Context: an optimization exercise on an open-source flow, tuned for small area, a short achievable clock period and few clock cycles per item. The choices shown serve that exercise and are no tape-out recipe. Function was checked by simulation only, so behaviour that the tests miss may differ from the original.

## flow/design.v (module list and top-level ports; edited modules follow where they fit)
// module vector_magnitude_offset: 4331 lines
module vector_magnitude_offset #(
    parameter int SAMPLE_WIDTH = 16
) (
    input  wire logic        clk,
    input  wire logic        rst_n,
    input  wire logic        pair_valid,
    output logic             pair_ready,
    input  wire logic [15:0] pair_x_value,
    input  wire logic [15:0] pair_y_value,
    input  wire logic        pair_last_in,
    output logic             result_valid,
    input  wire logic        result_ready,
    output logic [15:0]      result_magnitude,
    output logic             result_last_out
);
  // ...
==> flow/run.sh <==
#!/bin/bash
# synth_recipe.tcl (not shown) runs the flow's synth.tcl, then flattens the netlist and writes it again
# the make line also repeats each setting of config.mk as NAME=value (left out here)
make -C /OpenROAD-flow-scripts/flow DESIGN_CONFIG=/design/flow/config.mk WORK_HOME=/design/flow/orfs CLKGATE_MAP_FILE= SYNTH_SCRIPT=/design/flow/synth_recipe.tcl finish
==> flow/config.mk <==
export PLATFORM = sky130hd
export DESIGN_NAME = vector_magnitude_offset
export DESIGN_NICKNAME = vector_magnitude_offset
export VERILOG_FILES = /design/flow/design.v
export SDC_FILE = /design/flow/constraint.sdc
export NUM_CORES = 4
export LEC_CHECK = 0
export ABC_CLOCK_PERIOD_IN_PS = 3500
export CAP_MARGIN = 20
export CORE_MARGIN = 2
export CORE_UTILIZATION = 40
export PLACE_DENSITY = 0.6
export SETUP_SLACK_MARGIN = 3.5
export SLEW_MARGIN = 20
==> flow/constraint.sdc <==
create_clock -name core_clock -period 7.0 [get_ports {clk}]
set_input_delay 1.4000 -clock core_clock [delete_from_list [all_inputs] [get_ports {clk}]]
set_output_delay 1.4000 -clock core_clock [all_outputs]
set_load 0.01 [all_outputs]
==> results.py, run 1 <==
metrics = {
    "placed_design": {
        "preCtsSetupSlack_ps": 2754,
        "portBuffers": 55,
        "place.gp.congestion": 0.8181,
        "dpl-instance-area_um2": 29820,
    },
    "synthesis": {
        "syn_inst": 2382,
        "syn_avg_cell_area_um2": 11.86,
        "synth_seq_area_share": 0.3979,
        "synth_xor_area_frac": 0.04124,
    },
    "cts": {
        "post_cts_buffers": 40,
        "numCtsBuffers": 45,
        "clkSinkCount": 376,
        "h-tree-depth": 2,
    },
    "critical_path": {
        "slowest_stage": "dlygate4sd2_1",
        "setup.worst_path.end": "pair_ready",
        "reg2reg_from": "p0_a[14]",
        "crit_buf_inv": 2,
        "cpLargestDelayFamily": "buffers and inverters",
        "cp_num_cells": 3,
    },
    "timing": {
        "max_slew_margin": 0.4385,
        "slew_violations": 0,
        "setup_viol": 0,
        "post-route-min-period_ps": 3454,
        "worst_slack_ps": 3546,
    },
    "floorplanning": {
        "floorplan.tapcells": 940,
        "die_height_um": 269.7,
        "die_w_um": 269.7,
        "core_area_um2": 70030,
    },
    "global_route": {
        "grt_pass1_wl_mm": 91.93,
        "gr-usage-met2": 0.2824,
    },
    "run_status": {
        "status": "no timing/DRC/antenna violations",
    },
    "detailed_routing": {
        "viasPerCell": 5.001,
        "drt-met1-wl_mm": 22.69,
        "wl_mm": 54.65,
        "route.detailed.drc": 0,
    },
    "finish": {
        "biggestRegsByFlops": "p2_n x32, p3_n x24, p4_n x20",
        "postLayoutCellArea_um2": 32100,
        "n_fill_cell": 6326,
        "top_register": "p2_n",
    },
    "min_path": {
        "hold_path.class": "flop to flop",
        "whs_path_depth": 0,
    },
}
Testbench counts, summed over its fixed seeds: cycles 16,080, items 16,000.
==> run 2: changes to the inputs <==
--- a/flow/config.mk
+++ b/flow/config.mk
@@ -10,5 +10,5 @@
 export CORE_MARGIN = 2
 export CORE_UTILIZATION = 40
 export PLACE_DENSITY = 0.6
-export SETUP_SLACK_MARGIN = 3.5
+export SETUP_SLACK_MARGIN = 3.62
 export SLEW_MARGIN = 20
==> results.py, run 2 <==
metrics = {
    "floorplanning": {
        "ios": 56,
        "initial_core_util": 0.4034,
        "row_count": 97,
        "die_w_um": 269.7,
        "die_height_um": 269.7,
        "dieArea_um2": 72760,
        "core_area_um2": 70030,
    },
    "global_route": {
        "grt_pass1_wl_mm": 92.77,
        "grt_pass1_vias": 18833,
        "grt_usage": 0.1532,
        "grt_max_degree": 188,
        "gr-total-overflow": 0,
        "antenna_found_initial": 0,
    },
    "detailed_routing": {
        "first_iter_violations": 783,
        "viasPerCell": 5.012,
        "route.detailed.drc": 0,
        "ant_nets": 0,
        "wl_per_cell_um": 15.68,
        "wl_mm": 55.44,
        "num_vias": 17719,
        "firstDrtPassIters": 5,
    },
    "job": {
        "drv_cap": 0,
    },
    "cts": {
        "numCtsBuffers": 46,
        "clock_path_buffers": 3,
        "cts_root_buf": "clkbuf_16",
        "h-tree-depth": 2,
        "clk_latency_ps": 590,
        "hold_buffers": 0,
        "cts_tree": "yes",
        "clkTransAtPathRegs_ps": 50,
        "clkSinkCount": 376,
    },
    "synthesis": {
        "synth_top_cell_by_area": "edfxtp_1",
        "synth-main-ff-cell": "edfxtp_1",
        "synth_seq_area_share": 0.3979,
        "syn_nets": 2933,
        "syn_inst": 2382,
        "synthTopCellsByCount": "edfxtp_1 (366), inv_1 (307), fa_1 (259)",
        "synth_edf_count": 366,
        "ys_warn_count": 1,
        "yosys-top-cells-area": "edfxtp_1 (39%), fa_1 (18%), ha_1 (11%), inv_1 (4.1%), and2_1 (2.9%)",
        "syn_avg_cell_area_um2": 11.86,
        "synth_cell_types": 85,
        "synth_seq_cells": 376,
        "yosysMostFrequentCell": "edfxtp_1",
        "syn_area_um2": 28250,
        "synth_top_area_frac": 0.3891,
        "ys_async_sr_fraction": 0.02660,
    },
    "critical_path": {
        "slowest_stage": "edfxtp_1",
        "critPathMaxStageDelay_ps": 520,
        "crit_buf_inv": 4,
        "crit_required_ps": 7330,
        "cp.arrival_ps": 3710,
        "cpMostUsedCell": "fa_1",
        "worst_setup_path_start_kind": "flop",
        "crit_fanout": 7,
        "critPathCaptureType": "flop",
        "criticalPathCategory": "flop to flop",
        "cpLargestDelayFamily": "adder cells",
        "path_cells": "buf_6 > nand2_1 > fa_1 > inv_1 > fa_1 > inv_2 > fa_2 > fa_1 > inv_1 > fa_1",
    },
    "finish": {
        "syn_to_final_growth_pct": 14.99,
        "layout_commonest_cell": "edfxtp_1",
        "layout_common_cells": "edfxtp_1 (366), inv_1 (304), fa_1 (251), ha_1 (251), nand2_1 (177)",
        "layout-drive-gt1-share": 0.1175,
        "largest_register_ffs": 32,
        "nNetsFinal": 3111,
        "fin_cells": 3535,
        "top_register": "p2_n",
        "final_core_util": 0.4638,
        "antenna_cells": 0,
        "biggestRegsByFlops": "p2_n x32, p3_n x24, p4_n x20",
        "postLayoutCellArea_um2": 32480,
    },
    "min_path": {
        "hold_path.class": "flop to flop",
    },
    "timing": {
        "setup_viol": 0,
        "skew_ps": 15.71,
        "post-route-min-period_ps": 3374,
        "fin_crit_sh": 0.4820,
        "max_clock_freq_mhz": 296.4,
        "grt_setup_unrepaired": "yes",
        "tightest_slew_ps": 1041,
        "slew_violations": 0,
        "whs_ps": 410.8,
        "max_slew_margin": 0.3061,
        "final-hold-violation-count": 0,
        "fin_tns_setup_ps": 0,
    },
    "placed_design": {
        "hpwlAfterDp_mm": 39.17,
        "dp_cells": 3331,
        "place.gp.congestion": 0.8250,
        "portBuffers": 55,
        "dpl-instance-area_um2": 29820,
    },
    "run_status": {
        "status": "no timing/DRC/antenna violations",
    },
}
## run 2: cell counts after synthesis
Identical to the previous run, type by type.
## run 2: cells by family (layout without fill, tap and decap cells)
group | Yosys count | in the layout | share of synthesized area
DFF | 376 | 376 | 0.3979
xor gates and xnor gates | 133 | 133 | 0.04124
muxes | 50 | 50 | 0.01869
AOI/OAI and AO/OA | 361 | 363 | 0.09000
adders and majority gates | 514 | 514 | 0.2965
buffers and inverters | 359 | 569 | 0.04903
and+or+nand+nor | 589 | 590 | 0.1066
## run 2: path summary, 6_finish.rpt
check                           slack, ps      from  cells past startpoint        to
worst max register to register       3630  p0_a[13]                     10  p1_m22_0
max in group asynchronous            5550     rst_n                      1      v[0]
worst min register to register        410  p3_n[12]                      0  p4_n[12]
worst max-delay path                 3630  p0_a[13]                     10  p1_m22_0
worst min-delay path                  410  p3_n[12]                      0  p4_n[12]
min in group asynchronous            1140     rst_n                      1     out_v
## run 2: through the flow
step | worst slack, ps
finish | 3626
global route | 3522
CTS | 3530
detailed placement | 2762
global placement | 2768
floorplan | 3096
## run 2: timing repair
action,4_1_cts,5_1_grt
cloned,3,0
buffers inserted,75,43
endpoints found under the setup margin,59,58
resized for setup,29,46
pin swaps,3,17
## run 2: cell type report
cell class	instances	area [um2]
repair buffers	178	1549
inverters	308	1160
flip-flops and latches	376	11240
clock buffers	58	1216
fillers	6290	37550
multi-input cells	1650	15900
well taps	940	1176
clock inverters	25	237.7
## run 2: routing by layer
layer / GRT usage / share of wire
met1: 0.1868 / 0.42
met2: 0.2799 / 0.52
met3: 0.02013 / 0.033
met4: 0.04825 / 0.027
met5: 0 / 0
==> run 3: changes to the inputs <==
--- a/flow/config.mk
+++ b/flow/config.mk
@@ -5,10 +5,10 @@
 export SDC_FILE = /design/flow/constraint.sdc
 export NUM_CORES = 4
 export LEC_CHECK = 0
-export ABC_CLOCK_PERIOD_IN_PS = 3500
+export ABC_CLOCK_PERIOD_IN_PS = 3000
 export CAP_MARGIN = 20
 export CORE_MARGIN = 2
 export CORE_UTILIZATION = 40
 export PLACE_DENSITY = 0.6
-export SETUP_SLACK_MARGIN = 3.62
+export SETUP_SLACK_MARGIN = 3.6
 export SLEW_MARGIN = 20
==> results.py, run 3 <==
metrics = {
    "run_status": {
        "status": "no timing/DRC/antenna violations",
    },
    "floorplanning": {
        "ios": 56,
        "die_w_um": 269.7,
        "die_height_um": 269.7,
        "row_count": 97,
        "core_area_um2": 70030,
        "initial_core_util": 0.4034,
        "dieArea_um2": 72760,
    },
    "timing": {
        "max_clock_freq_mhz": 293.8,
        "grt_setup_unrepaired": "yes",
        "max_slew_margin": 0.4327,
        "skew_ps": 27.90,
        "tightest_slew_ps": 845.2,
        "final-hold-violation-count": 0,
        "slew_violations": 0,
        "fin_tns_setup_ps": 0,
        "setup_viol": 0,
        "post-route-min-period_ps": 3403,
        "worst_slack_ps": 3597,
        "fin_crit_sh": 0.4862,
    },
    "synthesis": {
        "syn_avg_cell_area_um2": 11.86,
        "synth_seq_cells": 376,
        "yosysMostFrequentCell": "edfxtp_1",
        "syn_area_um2": 28250,
        "synth_edf_count": 366,
        "synth_top_area_frac": 0.3891,
        "ys_warn_count": 1,
        "synth_cell_types": 85,
        "yosys-top-cells-area": "edfxtp_1 (39%), fa_1 (18%), ha_1 (11%), inv_1 (4.1%), and2_1 (2.9%)",
        "ys_async_sr_fraction": 0.02660,
        "synth-main-ff-cell": "edfxtp_1",
        "syn_nets": 2933,
        "synth_seq_area_share": 0.3979,
        "synth_top_cell_by_area": "edfxtp_1",
        "syn_inst": 2382,
        "synthTopCellsByCount": "edfxtp_1 (366), inv_1 (307), fa_1 (259)",
    },
    "critical_path": {
        "slowest_stage": "fa_1",
        "cp.arrival_ps": 3730,
        "path_cells": "and2_1 > fa_1 > inv_1 > fa_1 > fa_1 > inv_1 > fa_2 > fa_1",
        "critPathCaptureType": "flop",
        "crit_fanout": 4,
        "cpMostUsedCell": "fa_1",
        "crit_required_ps": 7320,
        "worst_setup_path_start_kind": "flop",
        "criticalPathCategory": "flop to flop",
        "critPathMaxStageDelay_ps": 570,
    },
    "min_path": {
        "hold_path.class": "flop to flop",
    },
    "cts": {
        "clock_path_buffers": 3,
        "clkSinkCount": 376,
        "numCtsBuffers": 45,
        "cts_tree": "yes",
        "hold_buffers": 0,
        "clkTransAtPathRegs_ps": 60,
        "clk_latency_ps": 590,
        "h-tree-depth": 2,
        "cts_root_buf": "clkbuf_16",
    },
    "finish": {
        "postLayoutCellArea_um2": 32350,
        "layout_common_cells": "edfxtp_1 (366), inv_1 (305), fa_1 (254), ha_1 (254), nand2_1 (177)",
        "largest_register_ffs": 32,
        "biggestRegsByFlops": "p2_n x32, p3_n x24, p4_n x20",
        "fin_cells": 3515,
        "syn_to_final_growth_pct": 14.53,
        "top_register": "p2_n",
        "layout-drive-gt1-share": 0.1056,
        "n_fill_cell": 6287,
        "antenna_cells": 0,
        "nNetsFinal": 3093,
        "layout_commonest_cell": "edfxtp_1",
    },
    "detailed_routing": {
        "firstDrtPassIters": 5,
        "viasPerCell": 5.017,
        "wl_per_cell_um": 15.63,
        "ant_nets": 0,
        "route.detailed.drc": 0,
        "first_iter_violations": 729,
        "wl_mm": 54.95,
        "num_vias": 17636,
    },
    "global_route": {
        "gr-total-overflow": 0,
        "grt_max_degree": 153,
        "grt_pass1_vias": 19066,
        "grt_pass1_wl_mm": 92.33,
        "grt_usage": 0.1530,
        "antenna_found_initial": 1,
    },
    "placed_design": {
        "dpl-instance-area_um2": 29820,
        "place.gp.congestion": 0.8294,
        "hpwlAfterDp_mm": 39.60,
        "dp_cells": 3333,
        "portBuffers": 55,
        "preCtsSetupSlack_ps": 2727,
    },
    "job": {
        "drv_cap": 0,
    },
}
==> run 3: cell counts after synthesis <==
Identical to the previous run, type by type.
==> run 3: cell families after synthesis <==
| kind of cell | Yosys count | synth area share |
|---|---|---|
| compound gates | 361 | 0.09000 |
| mux | 50 | 0.01869 |
| flops | 376 | 0.3979 |
| simple gates | 589 | 0.1066 |
| buf+inv | 359 | 0.04903 |
| xor+xnor | 133 | 0.04124 |
| fa+ha+maj | 514 | 0.2965 |
==> run 3: critical path: cells and delay by family, from the launching register on <==
kind / cells / cell delay, ps
fa+ha+maj: 5 / 2310
buf+inv: 2 / 120
flops: 1 / 490
simple gates: 1 / 210
==> run 3: cell type report <==
type | count | area [um2] | area share
clock inverter | 22 | 282.8 | 0.008740
tap | 940 | 1176 | 0.03635
timing repair buffer | 161 | 1429 | 0.04416
clock buffer | 58 | 1215 | 0.03755
sequential | 376 | 11240 | 0.3474
timing repair inverter | 1 | 5.005 | 0.0001547
multi-input combinational | 1649 | 15850 | 0.4898
inverter | 308 | 1160 | 0.03585
==> run 3: per-stage QoR <==
| step | util | hold WS (ps) |
|---|---|---|
| final | 0.4620 | 414.8 |
| after detailed placement | 0.4258 | 404.5 |
| after CTS | 0.4562 | 414.8 |
| after global placement | 0.4258 | 400.7 |
| after global routing | 0.4620 | 421.5 |
| after floorplan | - | 400.3 |
==> run 3: repair_timing <==
action / in CTS / in global routing
hold endpoints to repair: 0 / 0
setup endpoints to repair: 286 / 307
cloned: 2 / 1
pin swaps: 2 / 15
setup buffers: 70 / 29
gates resized for setup: 25 / 36
==> run 3: final timing paths <==
path,end,cells after the start,startpoint,slack [ps]
min in group asynchronous,out_v,1,rst_n,1140
max in group asynchronous,v[0],1,rst_n,5550
worst min register to register,p6_n[3],0,p5_n[3],410
worst max register to register,p1_m17_2,8,p0_a[2],3600
worst max-delay path,p1_m17_2,8,p0_a[2],3600
worst min-delay path,p6_n[3],0,p5_n[3],410
==> run 3: per-layer routing <==
layer  vias up  GRT usage  share of wire
met3       102    0.01986          0.031
met5         -          0              0
met1      8732     0.1765           0.41
met2       276     0.2885           0.53
met4         0    0.05512          0.029
li1       8526          -              -
==> run 4: changes to the inputs <==
--- a/flow/config.mk
+++ b/flow/config.mk
@@ -10,5 +10,5 @@
 export CORE_MARGIN = 2
 export CORE_UTILIZATION = 40
 export PLACE_DENSITY = 0.6
-export SETUP_SLACK_MARGIN = 3.6
+export SETUP_SLACK_MARGIN = 3.75
 export SLEW_MARGIN = 20
==> results.py, run 4 <==
metrics = {
    "synthesis": {
        "syn_avg_cell_area_um2": 11.86,
        "synth_seq_cells": 376,
        "synth_edf_count": 366,
        "syn_inst": 2382,
        "synth-main-ff-cell": "edfxtp_1",
        "synth_seq_area_share": 0.3979,
        "yosys-top-cells-area": "edfxtp_1 (39%), fa_1 (18%), ha_1 (11%), inv_1 (4.1%), and2_1 (2.9%)",
        "synth_top_area_frac": 0.3891,
        "ys_async_sr_fraction": 0.02660,
        "syn_area_um2": 28250,
        "synth_cell_types": 85,
        "synth_top_cell_by_area": "edfxtp_1",
        "syn_nets": 2933,
        "synthTopCellsByCount": "edfxtp_1 (366), inv_1 (307), fa_1 (259)",
        "yosysMostFrequentCell": "edfxtp_1",
        "ys_warn_count": 1,
    },
    "cts": {
        "numCtsBuffers": 45,
        "clkTransAtPathRegs_ps": 60,
        "clk_latency_ps": 580,
        "hold_buffers": 0,
        "clock_path_buffers": 3,
        "h-tree-depth": 2,
        "cts_tree": "yes",
        "clkSinkCount": 376,
        "cts_root_buf": "clkbuf_16",
    },
    "timing": {
        "fin_tns_setup_ps": 0,
        "max_clock_freq_mhz": 300.0,
        "grt_setup_unrepaired": "yes",
        "max_slew_margin": 0.4325,
        "fin_crit_sh": 0.4763,
        "setup_viol": 0,
        "slew_violations": 0,
        "post-route-min-period_ps": 3334,
        "whs_ps": 408.2,
        "skew_ps": 14.18,
        "worst_slack_ps": 3666,
        "final-hold-violation-count": 0,
        "tightest_slew_ps": 851.3,
    },
    "critical_path": {
        "critPathLaunch": "p0_a[9]",
        "slowest_stage": "edfxtp_1",
        "cp.arrival_ps": 3650,
        "reg2reg_from": "p0_a[9]",
        "worst_setup_path_start_kind": "flop",
        "crit_fanout": 6,
        "path_cells": "buf_4 > and2_1 > fa_2 > inv_1 > fa_2 > fa_2 > fa_2 > inv_1 > fa_1",
        "criticalPathCategory": "flop to flop",
        "crit_required_ps": 7310,
        "critPathMaxStageDelay_ps": 520,
        "critPathCaptureType": "flop",
        "cpMostUsedCell": "fa_2",
    },
    "detailed_routing": {
        "first_iter_violations": 946,
        "ant_nets": 0,
        "num_vias": 18087,
        "viasPerCell": 5.054,
        "route.detailed.drc": 0,
        "wl_per_cell_um": 15.93,
        "firstDrtPassIters": 5,
        "wl_mm": 57.00,
    },
    "floorplanning": {
        "core_area_um2": 70030,
        "ios": 56,
        "initial_core_util": 0.4034,
        "die_height_um": 269.7,
        "dieArea_um2": 72760,
        "row_count": 97,
        "die_w_um": 269.7,
    },
    "global_route": {
        "grt_usage": 0.1553,
        "antenna_found_initial": 0,
        "gr-total-overflow": 0,
        "grt_max_degree": 99,
        "grt_pass1_wl_mm": 93.85,
        "grt_pass1_vias": 18748,
    },
    "finish": {
        "nNetsFinal": 3157,
        "top_register": "p2_n",
        "layout_commonest_cell": "edfxtp_1",
        "syn_to_final_growth_pct": 18.28,
        "fin_cells": 3579,
        "layout-drive-gt1-share": 0.1611,
        "layout_common_cells": "edfxtp_1 (366), inv_1 (294), ha_1 (241), fa_1 (233), nand2_1 (174)",
        "largest_register_ffs": 32,
        "biggestRegsByFlops": "p2_n x32, p3_n x24, p4_n x20",
    },
    "job": {
        "drv_cap": 0,
    },
    "min_path": {
        "min_from": "p2_n[3]",
        "hold_path.class": "flop to flop",
    },
    "placed_design": {
        "place.gp.congestion": 0.8373,
        "preCtsSetupSlack_ps": 2759,
        "hpwlAfterDp_mm": 39.02,
        "portBuffers": 55,
        "dp_cells": 3333,
    },
    "run_status": {
        "status": "no timing/DRC/antenna violations",
    },
}
==> run 4: worst paths after layout <==
path / to / slack [ps] / depth (start not counted)
max in group asynchronous: v[7] / 5560 / 1
min in group asynchronous: v[6] / 1130 / 1
hold reg to reg: p3_n[3] / 410 / 0
setup reg to reg: p1_m22_0 / 3670 / 9
setup / recovery: p1_m22_0 / 3670 / 9
hold / removal: p3_n[3] / 410 / 0
==> run 4: cell families after synthesis <==
| kind of cell | count (synthesis) | share of synthesized area |
|---|---|---|
| and+or+nand+nor | 589 | 0.1066 |
| buffers and inverters | 359 | 0.04903 |
| adders and majority gates | 514 | 0.2965 |
| AOI/OAI and AO/OA | 361 | 0.09000 |
| muxes | 50 | 0.01869 |
| DFF | 376 | 0.3979 |
| xor gates and xnor gates | 133 | 0.04124 |
==> run 4: cell type report <==
type | instances | area [um2]
fillers | 6201 | 36620
multi-input cells | 1649 | 16310
flip-flops and latches | 376 | 11240
repair buffers | 226 | 2042
well taps | 940 | 1176
clock buffers | 55 | 1164
inverters | 308 | 1162
clock inverters | 24 | 317.8
diodes | 1 | 2.502
==> run 4: worst max-delay path, delay by kind of cell, from the launching register on <==
family                   cells  cell delay [ps]
AND/OR/NAND/NOR              1              160
flip-flops                   1              520
adder cells (fa/ha/maj)      5             2040
buffers and inverters        3              340
==> run 4: timing repair <==
item	4_1_cts	5_1_grt
setup endpoints to repair	301	107
setup buffers	97	63
cloned	3	3
pin swaps	17	62
gates resized for setup	59	128
==> run 4: metrics by stage <==
step	area, um2	utilization
after floorplan	28350	-
after global placement	29840	0.4261
after detailed placement	29840	0.4261
after global routing	33410	0.4771
after CTS	32330	0.4617
final	33410	0.4771
==> run 4: layer usage <==
layer	wire length (um)	share of wire	track usage	vias up
li1	-	-	-	8649
met4	1690	0.030	0.04971	0
met2	28730	0.50	0.2768	322
met5	0	0	0	-
met1	24700	0.43	0.1961	9011
met3	1885	0.033	0.01879	105
==> run 5: changes to the inputs <==
--- a/flow/config.mk
+++ b/flow/config.mk
@@ -5,10 +5,10 @@
 export SDC_FILE = /design/flow/constraint.sdc
 export NUM_CORES = 4
 export LEC_CHECK = 0
-export ABC_CLOCK_PERIOD_IN_PS = 3000
+export ABC_CLOCK_PERIOD_IN_PS = 3300
 export CAP_MARGIN = 20
 export CORE_MARGIN = 2
 export CORE_UTILIZATION = 40
 export PLACE_DENSITY = 0.6
-export SETUP_SLACK_MARGIN = 3.75
+export SETUP_SLACK_MARGIN = 3.6
 export SLEW_MARGIN = 20
==> results.py, run 5 <==
metrics = {
    "placed_design": {
        "preCtsSetupSlack_ps": 2727,
        "place.gp.congestion": 0.8294,
        "portBuffers": 55,
        "hpwlAfterDp_mm": 39.60,
    },
    "global_route": {
        "antenna_found_initial": 1,
        "grt_max_degree": 153,
        "gr-total-overflow": 0,
        "grt_usage": 0.1530,
        "grt_pass1_vias": 19066,
        "grt_pass1_wl_mm": 92.33,
    },
    "timing": {
        "skew_ps": 27.90,
        "fin_tns_setup_ps": 0,
        "worst_slack_ps": 3597,
        "slew_violations": 0,
        "fin_crit_sh": 0.4862,
        "final-hold-violation-count": 0,
        "max_slew_margin": 0.4327,
        "tightest_slew_ps": 845.2,
        "grt_setup_unrepaired": "yes",
        "setup_viol": 0,
        "max_clock_freq_mhz": 293.8,
        "post-route-min-period_ps": 3403,
    },
    "critical_path": {
        "crit_fanout": 4,
        "cpMostUsedCell": "fa_1",
        "cp.arrival_ps": 3730,
        "slowest_stage": "fa_1",
        "critPathMaxStageDelay_ps": 570,
        "crit_required_ps": 7320,
        "path_cells": "and2_1 > fa_1 > inv_1 > fa_1 > fa_1 > inv_1 > fa_2 > fa_1",
        "worst_setup_path_start_kind": "flop",
        "criticalPathCategory": "flop to flop",
        "crit_buf_inv": 2,
        "cpLargestDelayFamily": "adder cells",
        "critPathCaptureType": "flop",
    },
    "synthesis": {
        "synth_top_cell_by_area": "edfxtp_1",
        "yosys-top-cells-area": "edfxtp_1 (39%), fa_1 (18%), ha_1 (11%), inv_1 (4.1%), and2_1 (2.9%)",
        "syn_area_um2": 28250,
        "syn_inst": 2382,
        "syn_avg_cell_area_um2": 11.86,
        "syn_nets": 2933,
        "synth_seq_area_share": 0.3979,
        "synthTopCellsByCount": "edfxtp_1 (366), inv_1 (307), fa_1 (259)",
        "ys_warn_count": 1,
        "synth_cell_types": 85,
        "synth_top_area_frac": 0.3891,
        "synth_seq_cells": 376,
        "yosysMostFrequentCell": "edfxtp_1",
        "ys_async_sr_fraction": 0.02660,
        "synth-main-ff-cell": "edfxtp_1",
        "synth_edf_count": 366,
    },
    "run_status": {
        "status": "no timing/DRC/antenna violations",
    },
    "cts": {
        "numCtsBuffers": 45,
        "cts_root_buf": "clkbuf_16",
        "clkTransAtPathRegs_ps": 60,
        "clock_path_buffers": 3,
        "clk_latency_ps": 590,
        "clkSinkCount": 376,
        "cts_tree": "yes",
        "h-tree-depth": 2,
        "hold_buffers": 0,
    },
    "detailed_routing": {
        "first_iter_violations": 729,
        "wl_per_cell_um": 15.63,
        "route.detailed.drc": 0,
        "wl_mm": 54.95,
        "ant_nets": 0,
        "firstDrtPassIters": 5,
        "num_vias": 17636,
        "viasPerCell": 5.017,
    },
    "floorplanning": {
        "row_count": 97,
        "die_height_um": 269.7,
        "core_area_um2": 70030,
        "initial_core_util": 0.4034,
        "ios": 56,
        "dieArea_um2": 72760,
        "die_w_um": 269.7,
    },
    "finish": {
        "antenna_cells": 0,
        "top_register": "p2_n",
        "layout_commonest_cell": "edfxtp_1",
        "n_fill_cell": 6287,
        "layout-drive-gt1-share": 0.1056,
        "syn_to_final_growth_pct": 14.53,
        "layout_common_cells": "edfxtp_1 (366), inv_1 (305), fa_1 (254), ha_1 (254), nand2_1 (177)",
        "nNetsFinal": 3093,
        "largest_register_ffs": 32,
        "biggestRegsByFlops": "p2_n x32, p3_n x24, p4_n x20",
    },
    "job": {
        "drv_cap": 0,
    },
    "min_path": {
        "hold_path.class": "flop to flop",
    },
}
run 5: cell counts after synthesis:
No cell type changed its count.
run 5: cells by family after synthesis:
| group | count (synthesis) | share of synthesized area |
|---|---|---|
| multiplexers | 50 | 0.01869 |
| flip-flops | 376 | 0.3979 |
| adder cells (fa/ha/maj) | 514 | 0.2965 |
| XOR/XNOR | 133 | 0.04124 |
| AO/OA/AOI/OAI | 361 | 0.09000 |
| buffers and inverters | 359 | 0.04903 |
| AND/OR/NAND/NOR | 589 | 0.1066 |
run 5: layout make-up:
cell class / count / area, um2 / area share
clock inverter: 22 / 282.8 / 0.008740
timing repair inverter: 1 / 5.005 / 0.0001547
clock buffer: 58 / 1215 / 0.03755
multi-input combinational: 1649 / 15850 / 0.4898
inverter: 308 / 1160 / 0.03585
tap: 940 / 1176 / 0.03635
timing repair buffer: 161 / 1429 / 0.04416
sequential: 376 / 11240 / 0.3474
run 5: worst reg2reg max path: cells and delay by family (launching register included):
family | cells | cell delay (ps)
buf+inv | 2 | 120
fa+ha+maj | 5 | 2310
flops | 1 | 490
simple gates | 1 | 210
run 5: worst paths after layout:
check | startpoint | end | slack, ps | cells past startpoint
max | p0_a[2] | p1_m17_2 | 3600 | 8
min | p5_n[3] | p6_n[3] | 410 | 0
max reg2reg | p0_a[2] | p1_m17_2 | 3600 | 8
min reg2reg | p5_n[3] | p6_n[3] | 410 | 0
max in group asynchronous | rst_n | v[0] | 5550 | 1
min in group asynchronous | rst_n | out_v | 1140 | 1
run 5: per-layer routing:
layer	GRT usage	share of wire	vias up
met5	0	0	-
met4	0.05512	0.029	0
met3	0.01986	0.031	102
met2	0.2885	0.53	276
met1	0.1765	0.41	8732
li1	-	-	8526
run 5: through the flow:
step | area, um2 | hold slack (ps) | cells | util
after global routing | 32350 | 421.5 | 3515 | 0.4620
after CTS | 31940 | 414.8 | 3485 | 0.4562
after detailed placement | 29820 | 404.5 | 3333 | 0.4258
final | 32350 | 414.8 | 3515 | 0.4620
after floorplan | 28280 | 400.3 | 2382 | -
after global placement | 29820 | 400.7 | 3333 | 0.4258
run 5: timing repair:
action	4_1_cts	5_1_grt
setup buffers	70	29
pin swaps	2	15
gates cloned	2	1
resized for setup	25	36
setup endpoints to repair	286	307
hold endpoints to repair	0	0
==> run 6: changes to the inputs <==
--- a/flow/config.mk
+++ b/flow/config.mk
@@ -10,5 +10,5 @@
 export CORE_MARGIN = 2
 export CORE_UTILIZATION = 40
 export PLACE_DENSITY = 0.6
-export SETUP_SLACK_MARGIN = 3.6
+export SETUP_SLACK_MARGIN = 3.65
 export SLEW_MARGIN = 20
==> results.py, run 6 <==
metrics = {
    "run_status": {
        "status": "no timing/DRC/antenna violations",
    },
    "cts": {
        "numCtsBuffers": 45,
        "cts_tree": "yes",
        "clock_path_buffers": 3,
        "clkSinkCount": 376,
        "h-tree-depth": 2,
        "cts_root_buf": "clkbuf_16",
        "clkTransAtPathRegs_ps": 60,
        "clk_latency_ps": 580,
        "hold_buffers": 0,
    },
    "synthesis": {
        "synth_top_cell_by_area": "edfxtp_1",
        "yosysMostFrequentCell": "edfxtp_1",
        "syn_inst": 2382,
        "synthAdderAreaFrac": 0.2965,
        "synth_seq_area_share": 0.3979,
        "synthMuxAreaShare": 0.01869,
        "synth_xor_area_frac": 0.04124,
        "synth_seq_cells": 376,
        "synthTopCellsByCount": "edfxtp_1 (366), inv_1 (307), fa_1 (259)",
        "synth_compound_area_frac": 0.09000,
        "ys_warn_count": 1,
        "synth_edf_count": 366,
        "synth_cell_types": 85,
        "synthSimpleGateAreaFrac": 0.1066,
        "synth_top_family_by_area": "adder cells",
        "syn_area_um2": 28250,
        "ys_async_sr_fraction": 0.02660,
        "syn_nets": 2933,
        "yosys-top-cells-area": "edfxtp_1 (39%), fa_1 (18%), ha_1 (11%), inv_1 (4.1%), and2_1 (2.9%)",
        "synth-main-ff-cell": "edfxtp_1",
        "syn_avg_cell_area_um2": 11.86,
        "synth_top_area_frac": 0.3891,
    },
    "floorplanning": {
        "dieArea_um2": 72760,
        "die_w_um": 269.7,
        "initial_core_util": 0.4034,
        "row_count": 97,
        "die_height_um": 269.7,
        "core_area_um2": 70030,
        "ios": 56,
    },
    "detailed_routing": {
        "wl_mm": 55.25,
        "wl_per_cell_um": 15.62,
        "num_vias": 17804,
        "first_iter_violations": 921,
        "route.detailed.drc": 0,
        "viasPerCell": 5.032,
        "ant_nets": 0,
        "firstDrtPassIters": 5,
    },
    "finish": {
        "antenna_cells": 0,
        "syn_to_final_growth_pct": 14.95,
        "layout_common_cells": "edfxtp_1 (366), inv_1 (302), ha_1 (253), fa_1 (247), nand2_1 (177)",
        "biggestRegsByFlops": "p2_n x32, p3_n x24, p4_n x20",
        "layout_commonest_cell": "edfxtp_1",
        "largest_register_ffs": 32,
        "fin_cells": 3538,
        "top_register": "p2_n",
        "n_fill_cell": 6254,
        "postLayoutCellArea_um2": 32470,
        "layout-drive-gt1-share": 0.1212,
        "nNetsFinal": 3116,
    },
    "critical_path": {
        "crit_fanout": 5,
        "path_cells": "and2_4 > fa_1 > inv_1 > fa_1 > fa_1 > inv_1 > fa_2 > fa_1",
        "crit_buf_inv": 2,
        "worst_setup_path_start_kind": "flop",
        "cpLargestDelayFamily": "adder cells",
        "cpMostUsedCell": "fa_1",
        "critPathMaxStageDelay_ps": 520,
        "slowest_stage": "edfxtp_1",
        "crit_required_ps": 7310,
        "cp.arrival_ps": 3660,
        "criticalPathCategory": "flop to flop",
        "critPathCaptureType": "flop",
    },
    "timing": {
        "fin_crit_sh": 0.4791,
        "max_clock_freq_mhz": 298.2,
        "final-hold-violation-count": 0,
        "worst_slack_ps": 3646,
        "tightest_slew_ps": 880.7,
        "grt_setup_unrepaired": "yes",
        "post-route-min-period_ps": 3354,
        "fin_tns_setup_ps": 0,
        "setup_viol": 0,
        "slew_violations": 0,
        "max_slew_margin": 0.4129,
        "skew_ps": 15.15,
    },
    "global_route": {
        "gr-total-overflow": 0,
        "grt_max_degree": 170,
        "grt_pass1_vias": 18739,
        "antenna_found_initial": 0,
        "grt_usage": 0.1533,
        "grt_pass1_wl_mm": 93.01,
    },
    "placed_design": {
        "dpl-instance-area_um2": 29820,
        "preCtsSetupSlack_ps": 2256,
        "hpwlAfterDp_mm": 38.82,
        "place.gp.congestion": 0.8325,
        "dp_cells": 3331,
        "portBuffers": 55,
    },
    "min_path": {
        "hold_path.class": "flop to flop",
    },
    "job": {
        "drv_cap": 0,
    },
}
## run 6: cell families after synthesis
kind of cell             after synthesis
flip-flops                           376
adder cells (fa/ha/maj)              514
XOR/XNOR                             133
multiplexers                          50
AO/OA/AOI/OAI                        361
AND/OR/NAND/NOR                      589
buffers and inverters                359
## run 6: metal layers
metal	vias to the layer above	wire (um)	share of wire	track usage
met5	-	0	0	0
met4	0	1233	0.022	0.04561
met3	90	2261	0.041	0.02128
met2	333	27930	0.51	0.2720
met1	8808	23830	0.43	0.1942
li1	8573	-	-	-
## run 6: worst register-to-register path, stage by stage (launching register included)
cell and delay [ps]:
edfxtp_1 520, and2_4 230, fa_1 490, inv_1 50
fa_1 450, fa_1 490, inv_1 80, fa_2 360
fa_1 440
## run 6: through the flow
step	hold WS [ps]	utilization
CTS	407.2	0.4579
finish	403.6	0.4637
global placement	400.5	0.4258
detailed placement	404.5	0.4258
global route	412.3	0.4637
floorplan	400.3	-
## run 6: what timing repair did
action,in CTS,in global routing
setup endpoints to repair,60,57
pin swaps,12,21
setup buffers,91,32
gates resized for setup,39,50
gates cloned,3,1
## run 6: cell type report
type	count	area (um2)	share of cell area
Tap cell	940	1176	0.03622
Inverter	308	1160	0.03572
Sequential cell	376	11240	0.3462
Multi-Input combinational cell	1650	15920	0.4903
Timing Repair inverter	1	7.507	0.0002312
Timing Repair Buffer	183	1579	0.04863
Clock buffer	55	1164	0.03583
Clock inverter	25	225.2	0.006936
## run 6: worst paths after layout
| check | from | endpoint | slack, ps | cells past startpoint |
|---|---|---|---|---|
| worst max-delay path | p0_a[2] | p1_m17_2 | 3650 | 8 |
| worst min register to register | p2_n[3] | p3_n[3] | 400 | 0 |
| worst max register to register | p0_a[2] | p1_m17_2 | 3650 | 8 |
| worst min-delay path | p2_n[3] | p3_n[3] | 400 | 0 |
| max in group asynchronous | rst_n | v[5] | 5530 | 1 |
| min in group asynchronous | rst_n | out_v | 1150 | 1 |
==> run 7: changes to the inputs <==
==> flow/config.mk (replaced) <==
export PLATFORM = sky130hd
export DESIGN_NAME = vector_magnitude_offset
export DESIGN_NICKNAME = vector_magnitude_offset
export VERILOG_FILES = /design/flow/design.v
export SDC_FILE = /design/flow/constraint.sdc
export NUM_CORES = 4
export LEC_CHECK = 0
export ABC_CLOCK_PERIOD_IN_PS = 3500
export CAP_MARGIN = 20
export CORE_MARGIN = 2
export CORE_UTILIZATION = 50
export PLACE_DENSITY = 0.7
export SETUP_SLACK_MARGIN = 3.55
export SLEW_MARGIN = 20
==> results.py, run 7 <==
metrics = {
    "cts": {
        "clkSinkCount": 376,
        "clock_path_buffers": 3,
        "h-tree-depth": 2,
        "cts_tree": "yes",
        "numCtsBuffers": 43,
        "clk_latency_ps": 560,
        "cts_root_buf": "clkbuf_16",
        "clkTransAtPathRegs_ps": 60,
    },
    "detailed_routing": {
        "route.detailed.drc": 0,
        "wl_mm": 53.62,
        "ant_nets": 0,
        "first_iter_violations": 1054,
        "num_vias": 17703,
        "viasPerCell": 5.342,
        "wl_per_cell_um": 16.18,
        "firstDrtPassIters": 5,
    },
    "critical_path": {
        "critPathCaptureType": "flop",
        "timing.rr.end": "p1_m19_2",
        "worst-r2r-setup-slack_ps": 3550,
        "reg2reg_from": "p0_a[6]",
        "criticalPathCategory": "flop to flop",
        "reg2reg_depth": 10,
        "worst_setup_path_start_kind": "flop",
        "cp.arrival_ps": 3750,
        "crit_required_ps": 7300,
        "crit_fanout": 11,
    },
    "min_path": {
        "min_to": "p3_n[13]",
        "whs_path_depth": 0,
        "min_from": "p2_n[13]",
        "hold_path.class": "flop to flop",
    },
    "finish": {
        "layout_common_cells": "edfxtp_1 (366), inv_1 (306), fa_1 (255), ha_1 (255), nand2_1 (177)",
        "layout_commonest_cell": "edfxtp_1",
        "largest_register_ffs": 32,
        "layout-drive-gt1-share": 0.09578,
        "syn_to_final_growth_pct": 12.59,
        "nNetsFinal": 3075,
        "antenna_cells": 0,
        "top_register": "p2_n",
        "biggestRegsByFlops": "p2_n x32, p3_n x24, p4_n x20",
    },
    "synthesis": {
        "synth_seq_area_share": 0.3979,
        "syn_area_um2": 28250,
        "syn_nets": 2933,
        "ys_warn_count": 1,
        "synth_seq_cells": 376,
        "yosys-top-cells-area": "edfxtp_1 (39%), fa_1 (18%), ha_1 (11%), inv_1 (4.1%), and2_1 (2.9%)",
        "syn_avg_cell_area_um2": 11.86,
        "syn_inst": 2382,
        "synthTopCellsByCount": "edfxtp_1 (366), inv_1 (307), fa_1 (259)",
        "synth_top_area_frac": 0.3891,
        "ys_async_sr_fraction": 0.02660,
        "synth_edf_count": 366,
        "yosysMostFrequentCell": "edfxtp_1",
        "synth-main-ff-cell": "edfxtp_1",
        "synth_cell_types": 85,
        "synth_top_cell_by_area": "edfxtp_1",
    },
    "global_route": {
        "gr-total-overflow": 0,
        "grt_pass1_vias": 18707,
        "grt_pass1_wl_mm": 90.17,
        "grt_usage": 0.1850,
        "antenna_found_initial": 0,
        "grt_max_degree": 156,
    },
    "timing": {
        "final-hold-violation-count": 0,
        "grt_setup_unrepaired": "yes",
        "max_slew_margin": 0.3758,
        "skew_ps": 12.58,
        "setup_viol": 0,
        "post-route-min-period_ps": 3454,
        "fin_tns_setup_ps": 0,
        "whs_ps": 413.6,
        "slew_violations": 0,
        "tightest_slew_ps": 936.2,
        "max_clock_freq_mhz": 289.5,
        "fin_crit_sh": 0.4934,
    },
    "floorplanning": {
        "dieArea_um2": 58410,
        "core_area_um2": 56170,
        "die_w_um": 241.7,
        "row_count": 87,
        "die_height_um": 241.7,
        "initial_core_util": 0.5029,
        "ios": 56,
    },
    "run_status": {
        "status": "no timing/DRC/antenna violations",
    },
    "placed_design": {
        "portBuffers": 55,
        "hpwlAfterDp_mm": 38.47,
        "place.gp.congestion": 0.8490,
    },
    "job": {
        "drv_cap": 0,
    },
}
-- run 7: cell counts after synthesis --
No cell type changed its count.
-- run 7: cell type report --
class | instances | area, um2
Fill cell | 4607 | 24360
Clock buffer | 54 | 1149
Sequential cell | 376 | 11240
Multi-Input combinational cell | 1648 | 15780
Timing Repair Buffer | 147 | 1282
Inverter | 308 | 1160
Tap cell | 756 | 945.9
Clock inverter | 25 | 249.0
-- run 7: per-stage QoR --
stage / worst slack, ps / util / std cells / area [um2]
6_report: 3546 / 0.5662 / 3314 / 31800
5_1_grt: 3471 / 0.5662 / 3314 / 31800
4_1_cts: 3550 / 0.5589 / 3277 / 31390
3_5_place_dp: 2975 / 0.5268 / 3149 / 29590
3_3_place_gp: 3000 / 0.5268 / 3149 / 29590
2_1_floorplan: 3096 / - / 2382 / 28280
-- run 7: cells by family (layout without fill, tap and decap cells) --
family                   Yosys count  count (layout)  share of synthesized area
flip-flops                       376             376                     0.3979
AND/OR/NAND/NOR                  589             589                     0.1066
adder cells (fa/ha/maj)          514             514                     0.2965
multiplexers                      50              50                    0.01869
XOR/XNOR                         133             133                    0.04124
AO/OA/AOI/OAI                    361             362                    0.09000
buffers and inverters            359             534                    0.04903
-- run 7: worst max path at each step --
| stage | startpoint | to | slack [ps] |
|---|---|---|---|
| after floorplan | result_ready | pair_ready | 3100 |
| after global placement | result_ready | pair_ready | 3000 |
| after detailed placement | result_ready | p1_m30_0 | 2980 |
| after CTS | p1_m4_0 | p2_n[28] | 3550 |
| after global routing | p2_n[28] | p3_r[2] | 3470 |
| final | p0_a[6] | p1_m19_2 | 3550 |
-- run 7: what timing repair did --
| item | 4_1_cts | 5_1_grt |
|---|---|---|
| endpoints found under the hold margin | 0 | 0 |
| gates cloned | 1 | 0 |
| setup buffers | 48 | 37 |
| setup endpoints to repair | 52 | 52 |
| hold buffers | 0 | 0 |
| resized for setup | 15 | 26 |
| pin swaps | 2 | 10 |
-- run 7: worst max-delay path, stage by stage (launching register included) --
cell	delay (ps)
edfxtp_1	550
buf_4	210
buf_4	180
and2_1	170
ha_1	190
fa_1	470
inv_1	50
fa_1	480
inv_1	60
fa_1	410
fa_1	430
-- run 7: per-layer routing --
metal / routed length (um) / GRT usage
met1: 23240 / 0.2350
met4: 1245 / 0.05392
met5: 0 / 0
met3: 2135 / 0.02808
met2: 27000 / 0.3277
==> run 8: changes to the inputs <==
--- a/flow/config.mk
+++ b/flow/config.mk
@@ -8,7 +8,8 @@
 export ABC_CLOCK_PERIOD_IN_PS = 3500
 export CAP_MARGIN = 20
 export CORE_MARGIN = 2
-export CORE_UTILIZATION = 50
-export PLACE_DENSITY = 0.7
-export SETUP_SLACK_MARGIN = 3.55
+export CORE_UTILIZATION = 45
+export PLACE_DENSITY = 0.65
+export SETUP_SLACK_MARGIN = 3.6
 export SLEW_MARGIN = 20
+export TNS_END_PERCENT = 100
==> results.py, run 8 <==
metrics = {
    "run_status": {
        "status": "no timing/DRC/antenna violations",
    },
    "placed_design": {
        "hpwlAfterDp_mm": 39.34,
        "dpl-instance-area_um2": 29680,
        "portBuffers": 55,
        "place.gp.congestion": 0.8348,
    },
    "detailed_routing": {
        "wl_met3_mm": 2.186,
        "route.detailed.drc": 0,
        "maxUsedRoutingLayer": "met4",
        "first_iter_violations": 1017,
        "viasPerCell": 5.178,
        "drt-met1-wl_mm": 24.74,
        "dr_wl_met2_mm": 26.87,
        "ant_nets": 0,
        "wl_per_cell_um": 16.25,
        "firstDrtPassIters": 6,
        "wl_mm": 55.59,
        "num_vias": 17710,
    },
    "cts": {
        "cts_root_buf": "clkbuf_16",
        "clock_path_buffers": 3,
        "clk_latency_ps": 580,
        "hold_buffers": 0,
        "numCtsBuffers": 43,
        "cts_tree": "yes",
        "clkSinkCount": 376,
        "clkTransAtPathRegs_ps": 60,
        "h-tree-depth": 2,
    },
    "timing": {
        "slew_violations": 0,
        "tightest_slew_ps": 761.0,
        "max_slew_margin": 0.4927,
        "fin_tns_setup_ps": 0,
        "fin_crit_sh": 0.4815,
        "grt_setup_unrepaired": "yes",
        "post-route-min-period_ps": 3370,
        "setup_viol": 0,
        "final-hold-violation-count": 0,
        "max_clock_freq_mhz": 296.7,
        "skew_ps": 19.23,
    },
    "floorplanning": {
        "dieArea_um2": 64790,
        "die_height_um": 254.5,
        "core_area_um2": 61940,
        "die_w_um": 254.5,
        "row_count": 91,
        "initial_core_util": 0.4561,
        "ios": 56,
    },
    "global_route": {
        "grt_pass1_vias": 18572,
        "antenna_found_initial": 1,
        "gr-total-overflow": 0,
        "grt_max_degree": 86,
        "grt_pass1_wl_mm": 92.23,
        "grt_usage": 0.1756,
    },
    "critical_path": {
        "cpMostUsedCell": "fa_1",
        "worst_setup_path_start_kind": "flop",
        "cp.arrival_ps": 3690,
        "critPathMaxStageDelay_ps": 570,
        "reg2reg_from": "p0_a[7]",
        "critPathCaptureType": "flop",
        "setup.worst_path.end": "p1_m22_0",
        "slowest_stage": "edfxtp_1",
        "criticalPathCategory": "flop to flop",
        "crit_fanout": 6,
        "critPathLaunch": "p0_a[7]",
        "path_cells": "nand2_1 > fa_1 > inv_1 > fa_1 > inv_1 > fa_2 > fa_1 > inv_1 > fa_1",
        "worst-r2r-setup-slack_ps": 3630,
        "timing.rr.end": "p1_m22_0",
        "crit_required_ps": 7320,
        "reg2reg_depth": 9,
    },
    "synthesis": {
        "syn_avg_cell_area_um2": 11.86,
        "yosysMostFrequentCell": "edfxtp_1",
        "syn_area_um2": 28250,
        "synth_cell_types": 85,
        "synth_seq_cells": 376,
        "synth_top_cell_by_area": "edfxtp_1",
        "synth-main-ff-cell": "edfxtp_1",
        "yosys-top-cells-area": "edfxtp_1 (39%), fa_1 (18%), ha_1 (11%), inv_1 (4.1%), and2_1 (2.9%)",
        "syn_nets": 2933,
        "synthTopCellsByCount": "edfxtp_1 (366), inv_1 (307), fa_1 (259)",
        "synth_seq_area_share": 0.3979,
        "syn_inst": 2382,
        "ys_warn_count": 1,
        "ys_async_sr_fraction": 0.02660,
        "synth_edf_count": 366,
        "synth_top_area_frac": 0.3891,
    },
    "min_path": {
        "hold_path.class": "flop to flop",
    },
    "finish": {
        "antenna_cells": 0,
        "top_register": "p2_n",
        "layout_commonest_cell": "edfxtp_1",
        "nNetsFinal": 3100,
        "final_core_util": 0.5200,
        "largest_register_ffs": 32,
        "postLayoutCellArea_um2": 32210,
        "layout_common_cells": "edfxtp_1 (366), inv_1 (305), ha_1 (255), fa_1 (251), nand2_1 (178)",
        "layout-drive-gt1-share": 0.1088,
        "syn_to_final_growth_pct": 14.02,
        "biggestRegsByFlops": "p2_n x32, p3_n x24, p4_n x20",
    },
    "job": {
        "drv_cap": 0,
    },
}
[run 8: layer usage]
layer,global-route usage,up-vias
met4,0.06249,0
met1,0.2296,8725
met5,0,-
met3,0.02439,103
met2,0.2998,328
li1,-,8554
[run 8: how the worst min path moves through the flow]
stage          startpoint       end  depth (start not counted)
6_report         p4_n[13]  p5_n[13]                          0
5_1_grt           p6_last   p7_last                          0
4_1_cts          p4_n[13]  p5_n[13]                          0
3_5_place_dp      p2_n[0]   p3_n[0]                          0
3_3_place_gp     p3_n[19]  p4_n[19]                          0
2_1_floorplan     p8_last     out_l                          0
[run 8: per-stage QoR]
step / cells / setup WS, ps / hold WS (ps)
2_1_floorplan: 2382 / 3096 / 400.3
3_3_place_gp: 3231 / 2322 / 400.0
3_5_place_dp: 3231 / 2239 / 404.5
4_1_cts: 3391 / 3463 / 414.0
5_1_grt: 3420 / 3498 / 421.2
6_report: 3420 / 3630 / 411.5
[run 8: logic make-up after synthesis]
group / count (synthesis) / synth area share
adders and majority gates: 514 / 0.2965
buffers and inverters: 359 / 0.04903
and+or+nand+nor: 589 / 0.1066
muxes: 50 / 0.01869
DFF: 376 / 0.3979
xor gates and xnor gates: 133 / 0.04124
AOI/OAI and AO/OA: 361 / 0.09000
[run 8: cell type report]
type,instances,area (um2)
fill,5315,29730
multi-input combinational,1650,15840
sequential,376,11240
timing repair buffer,170,1451
inverter,308,1160
clock buffer,48,1095
tap,837,1047
clock inverter,31,376.6
[run 8: timing repair]
item                                    CTS  global route
pin swaps                                 8            12
setup buffers                            78            29
endpoints found under the setup margin  245           116
cloned                                    3             0
gates resized for setup                  27            32
[run 8: worst max-delay path, delay by kind of cell (launching register included)]
kind                       cells  cell delay (ps)
buffers and inverters          3              150
DFF                            1              570
and+or+nand+nor                1              130
adders and majority gates      5             2260

[port drivers added, routing unchanged]
Ports are ideal in the flow. The routed layouts listed here were re-timed in OpenROAD.
Step 1 assumes that a clkbuf_16 drives the clock port and a buf_2 every other input.
Step 2 also shifts input and output timing later by t, the mid clock arrival at the registers, as if the neighbouring blocks saw the same clock.
a / b / c = no drivers / after step 1 / after step 2; a / b = the first two.
| run | shift t [ns] | slack for setup (ns) | worst setup path after step 2 | worst register clock-pin slew, ns | pins driven straight from the clock port |
|---|---|---|---|---|---|
| run 1 | 0.629 | 3.546 / 3.523 / 3.071 | input to register | 0.07 / 0.07 | 1 |
| run 2 | 0.639 | 3.626 / 3.626 / 3.295 | input to register | 0.06 / 0.06 | 1 |
| run 3 | 0.632 | 3.597 / 3.597 / 3.220 | input to register | 0.07 / 0.07 | 1 |
| run 4 | 0.631 | 3.666 / 3.666 / 3.287 | input to register | 0.06 / 0.06 | 1 |
| run 5 | 0.632 | 3.597 / 3.597 / 3.220 | input to register | 0.07 / 0.07 | 1 |
| run 6 | 0.629 | 3.646 / 3.646 / 3.274 | input to register | 0.06 / 0.06 | 1 |
| run 7 | 0.611 | 3.546 / 3.546 / 3.197 | input to register | 0.06 / 0.06 | 1 |
| run 8 | 0.625 | 3.630 / 3.630 / 3.234 | input to register | 0.06 / 0.06 | 1 |
After both steps every run listed still meets setup and hold. For run 1, which loses most, drivers alone change the setup slack by -0.023 ns; drivers and shift together by -0.475 ns.
